What follows belongs to an exercise in optimizing a design on an open flow for small area, a short achievable clock period and few clock cycles per item; a production flow would make more cautious choices. In this exercise RTL edits were held to simulation tests only and were not proved equivalent to the original.

==> build 20 <==
// radial_vignette_pixel_top
module radial_vignette_pixel_top
(
	input  wire logic              clk,
	input  wire logic              arst_n,
	input  wire logic              s_tvalid,
	output logic                   s_tready,
	input  wire logic [47:0]       s_tdata,
	output logic                   m_tvalid,
	input  wire logic              m_tready,
	output logic [23:0]            m_tdata,
	input  wire logic              cfg_we,
	input  wire logic [1:0]        cfg_index,
	input  wire logic [CFG_W-1:0]  cfg_data
);
	localparam int NP = 31;    
	logic [DIM_W-1:0] width_q, height_q;
	logic [FX_W-1:0]  radius_q, strength_q;
	logic             den_pend;
	logic             tok0, tok1;
	logic [26:0]      num_c;
	logic             en;
	always_ff @(posedge clk or negedge arst_n) begin
		if (!arst_n) begin
			width_q    <= 13'd640;
			height_q   <= 13'd480;
			radius_q   <= 17'd32768;
			strength_q <= 17'd32768;
		end else if (cfg_we) begin
			unique case (cfg_index)
				2'd0: width_q    <= cfg_data[DIM_W-1:0];
				2'd1: height_q   <= cfg_data[DIM_W-1:0];
				2'd2: radius_q   <= cfg_data;
				2'd3: strength_q <= cfg_data;
				default: ;
			endcase
		end
	end
	logic [25:0] den_a;
	logic [27:0] d3_a;
	always_ff @(posedge clk or negedge arst_n) begin
		if (!arst_n) begin
			den_pend <= 1'b0;
			den_a    <= 26'd640000;
		end else begin
			if (cfg_we && !cfg_index[1])
				den_pend <= 1'b1;
			else if (en)
				den_pend <= 1'b0;
			if (en && tok1)
				den_a <= num_c[25:0];
		end
	end
	always_ff @(posedge clk) begin
		d3_a  <= 28'(den_a) + 28'({den_a, 1'b0});
	end
	logic [16:0] fd_a;
	logic [18:0] fd3_a;
	logic [17:0] s3_q;
	always_ff @(posedge clk) begin
		fd_a  <= 17'h10000 - radius_q;
		fd3_a <= 19'(fd_a) + 19'({fd_a, 1'b0});
		s3_q  <= 18'(strength_q[15:0]) + 18'({strength_q[15:0], 1'b0});
	end
	logic [12:0] w_eff, h_eff;
	logic [16:0] s_eff;
  ...
export LEC_CHECK = 0
export ABC_AREA = 1
export CAP_MARGIN = 20
export CORE_MARGIN = 2
export CORE_UTILIZATION = 55
export SLEW_MARGIN = 20
export SETUP_SLACK_MARGIN = 6.25
create_clock -name core_clock -period 10.0 [get_ports {clk}]
standard.sh (not shown) runs the stock make flow with config.mk's settings and CLKGATE_MAP_FILE= SYNTH_SCRIPT=/design/flow/synth_recipe.tcl, a recipe that flattens the netlist after the stock synthesis.
==> flow/flow/run.sh <==
#!/bin/bash
set -euo pipefail
echo "export SETUP_SLACK_MARGIN = 6.25" >> config.mk
bash standard.sh > standard.log 2>&1
==> inputs of build 87, as changes to build 20 <==
--- a/flow/design.v
+++ b/flow/design.v
@@ -678,21 +678,21 @@
 	input  wire logic [47:0]       s_tdata,
 	output logic                   m_tvalid,
 	input  wire logic              m_tready,
 	output logic [23:0]            m_tdata,
 	input  wire logic              cfg_we,
 	input  wire logic [1:0]        cfg_index,
 	input  wire logic [CFG_W-1:0]  cfg_data
 );
-	localparam int NP = 31;    
+	localparam int NP = 32;    
 	logic [DIM_W-1:0] width_q, height_q;
 	logic [FX_W-1:0]  radius_q, strength_q;
 	logic             den_pend;
-	logic             tok0, tok1;
+	logic             tok0, tok1, tok2;
 	logic [26:0]      num_c;
 	logic             en;
 	always_ff @(posedge clk or negedge arst_n) begin
 		if (!arst_n) begin
 			width_q    <= 13'd640;
 			height_q   <= 13'd480;
 			radius_q   <= 17'd32768;
 			strength_q <= 17'd32768;
@@ -701,33 +701,35 @@
 				2'd0: width_q    <= cfg_data[DIM_W-1:0];
 				2'd1: height_q   <= cfg_data[DIM_W-1:0];
 				2'd2: radius_q   <= cfg_data;
 				2'd3: strength_q <= cfg_data;
 				default: ;
 			endcase
 		end
 	end
-	logic [25:0] den_a;
-	logic [27:0] d3_a;
+	logic [25:0] den_a, den_b;
+	logic [27:0] d3_a, d3_b;
 	always_ff @(posedge clk or negedge arst_n) begin
 		if (!arst_n) begin
 			den_pend <= 1'b0;
 			den_a    <= 26'd640000;
 		end else begin
 			if (cfg_we && !cfg_index[1])
 				den_pend <= 1'b1;
 			else if (en)
 				den_pend <= 1'b0;
-			if (en && tok1)
+			if (en && tok2)
 				den_a <= num_c[25:0];
 		end
 	end
 	always_ff @(posedge clk) begin
+		den_b <= den_a;
 		d3_a  <= 28'(den_a) + 28'({den_a, 1'b0});
+		d3_b  <= d3_a;
 	end
 	logic [16:0] fd_a;
 	logic [18:0] fd3_a;
 	logic [17:0] s3_q;
 	always_ff @(posedge clk) begin
 		fd_a  <= 17'h10000 - radius_q;
 		fd3_a <= 19'(fd_a) + 19'({fd_a, 1'b0});
 		s3_q  <= 18'(strength_q[15:0]) + 18'({strength_q[15:0], 1'b0});
@@ -773,34 +775,43 @@
 	end
 	logic        v   [NP];
 	logic [23:0] rgb [NP];
 	always_ff @(posedge clk or negedge arst_n) begin
 		if (!arst_n) begin
 			for (int i = 0; i < NP; i++) v[i] <= 1'b0;
 			tok0 <= 1'b0;
 			tok1 <= 1'b0;
+			tok2 <= 1'b0;
 		end else if (en) begin
 			v[0] <= s_tvalid && s_tready;
 			for (int i = 1; i < NP; i++) v[i] <= v[i-1];
 			tok0 <= den_pend;
 			tok1 <= tok0;
+			tok2 <= tok1;
 		end
 	end
 	assign vl = v[NP-1];
 	always_ff @(posedge clk) begin
 		if (en) begin
 			rgb[0] <= s_tdata[47:24];
 			for (int i = 1; i < NP; i++) rgb[i] <= rgb[i-1];
 		end
 	end
+	logic [11:0] col0, row0;
+	always_ff @(posedge clk) begin
+		if (en) begin
+			col0 <= s_tdata[11:0];
+			row0 <= s_tdata[23:12];
+		end
+	end
 	logic [13:0] dxa, dxb, dya, dyb;
 	logic [12:0] cx, cy;
-	assign cx  = den_pend ? 13'd0 : {s_tdata[11:0], 1'b0};
-	assign cy  = den_pend ? 13'd0 : {s_tdata[23:12], 1'b0};
+	assign cx  = tok0 ? 13'd0 : {col0, 1'b0};
+	assign cy  = tok0 ? 13'd0 : {row0, 1'b0};
 	assign dxa = {1'b0, cx} - {1'b0, w_eff};
 	assign dxb = {1'b0, w_eff} - {1'b0, cx};
 	assign dya = {1'b0, cy} - {1'b0, h_eff};
 	assign dyb = {1'b0, h_eff} - {1'b0, cy};
 	logic [12:0] adx1, ady1;
 	always_ff @(posedge clk) begin
 		if (en) begin
 			adx1 <= dxa[13] ? dxb[12:0] : dxa[12:0];
@@ -837,18 +848,23 @@
 		logic [27:0] dd3;
 		if (i == 1) begin : g_f
 			assign r_in = num3[26:2];
 			assign p_in = num3[1:0];
 		end else begin : g_n
 			assign r_in = g_rd[i-1].r_q;
 			assign p_in = 2'b00;
 		end
-		assign dd  = den_a;
-		assign dd3 = d3_a;
+		if (i <= 4) begin : g_ca
+			assign dd  = den_a;
+			assign dd3 = d3_a;
+		end else begin : g_cb
+			assign dd  = den_b;
+			assign dd3 = d3_b;
+		end
 		rvp_div_pipe #(.RW(25), .DW(26)) u_step (
 			.r(r_in), .p(p_in), .d(dd), .d3(dd3), .ro(r_o), .q(q_o)
 		);
 		always_ff @(posedge clk) begin
 			if (en) begin
 				r_q <= r_o;
 				q_q <= q_o;
 			end
@@ -1000,23 +1016,23 @@
 		else               st = {1'b0, stsum[31:16]};
 	end
 	logic [16:0] ff33;
 	logic [9:0]  c3_33 [3];
 	always_ff @(posedge clk) begin
 		if (en) begin
 			ff33 <= act[29] ? (17'h10000 - st) : 17'h10000;
 			for (int ch = 0; ch < 3; ch++)
-				c3_33[ch] <= 10'(rgb[28][8*ch+7 -: 8]) + 10'({rgb[28][8*ch+7 -: 8], 1'b0});
+				c3_33[ch] <= 10'(rgb[29][8*ch+7 -: 8]) + 10'({rgb[29][8*ch+7 -: 8], 1'b0});
 		end
 	end
 	logic [23:0] ps_c [3], pc_c [3], ps34 [3], pc34 [3];
 	logic        f16_34;
 	for (genvar ch = 0; ch < 3; ch++) begin : g_ch
-		rvp_csa_mch u_m (.f(ff33[15:0]), .c1(rgb[29][8*ch+7:8*ch]), .c3(c3_33[ch]), .s(ps_c[ch]), .c(pc_c[ch]));
+		rvp_csa_mch u_m (.f(ff33[15:0]), .c1(rgb[30][8*ch+7:8*ch]), .c3(c3_33[ch]), .s(ps_c[ch]), .c(pc_c[ch]));
 		always_ff @(posedge clk) begin
 			if (en) begin
 				ps34[ch] <= ps_c[ch];
 				pc34[ch] <= pc_c[ch];
 			end
 		end
 	end
 	always_ff @(posedge clk) begin
==> flow/flow/run.sh (replaced) <==
#!/bin/bash
set -euo pipefail
echo "export SETUP_SLACK_MARGIN = 6" >> config.mk
bash standard.sh > standard.log 2>&1
Settings changed: CORE_UTILIZATION 55 to 40, SETUP_SLACK_MARGIN 6.25 to 6.
==> inputs of trial 40, as changes to build 20 <==
==> flow/flow/run.sh (replaced) <==
#!/bin/bash
set -euo pipefail
echo "export SETUP_SLACK_MARGIN = 6.5" >> config.mk
bash standard.sh > standard.log 2>&1
Settings changed: SETUP_SLACK_MARGIN 6.25 to 6.5.
==> summary of the runs <==
In build 20 the area after synthesis is smaller than in build 87, by about 1.6%. Of build 20 and build 87, build 20 has the higher first-iteration DRC count (gap 3.8%, measured against build 87). Trial 40 passed the timing, DRC and antenna checks. Build 20 completed without violations. Build 87 ran to the end with no violations. Between trial 40 and build 87, the lower flip-flop and latch count is in trial 40 (gap 103). In build 87 the clock skew is lower than in trial 40, by 21 ps. The lowest maximum frequency belongs to build 87, the highest to build 20.
Testbench counts of build 20, summed over its fixed seeds: cycles 17,408, items 16,384.
Testbench counts of build 87, summed over its fixed seeds: cycles 17,440, items 16,384.
Testbench counts of trial 40, summed over its fixed seeds: cycles 17,408, items 16,384.

==> what the ideal ports hide <==
The flow's constraints put no driver on any port. The routed layouts listed below were extracted and timed again, unchanged, in two steps. Step 1 sets driving cells, clkbuf_16 on the clock port and buf_2 on the other inputs (assumed; they add their load-dependent delay and slew). Step 2 also shifts input and output timing later by t, the mid clock arrival at the registers, as if the neighbouring blocks saw the same clock. a / b / c = no drivers / after step 1 / after step 2; a / b = the first two.
run | t, ns | setup WS [ns] | hold slack, ns
build 20 | 0.998 | 6.252 / 6.150 / 5.425 | 0.375 / 0.375 / 0.375
build 87 | 1.033 | 6.053 / 5.995 / 5.795 | 0.340 / 0.340 / 0.340
trial 40 | 1.002 | 6.187 / 6.162 / 5.633 | 0.372 / 0.372 / 0.372
After both steps every run listed still meets setup and hold. For build 20, which loses most, drivers alone change the setup slack by -0.102 ns; drivers and shift together by -0.827 ns.
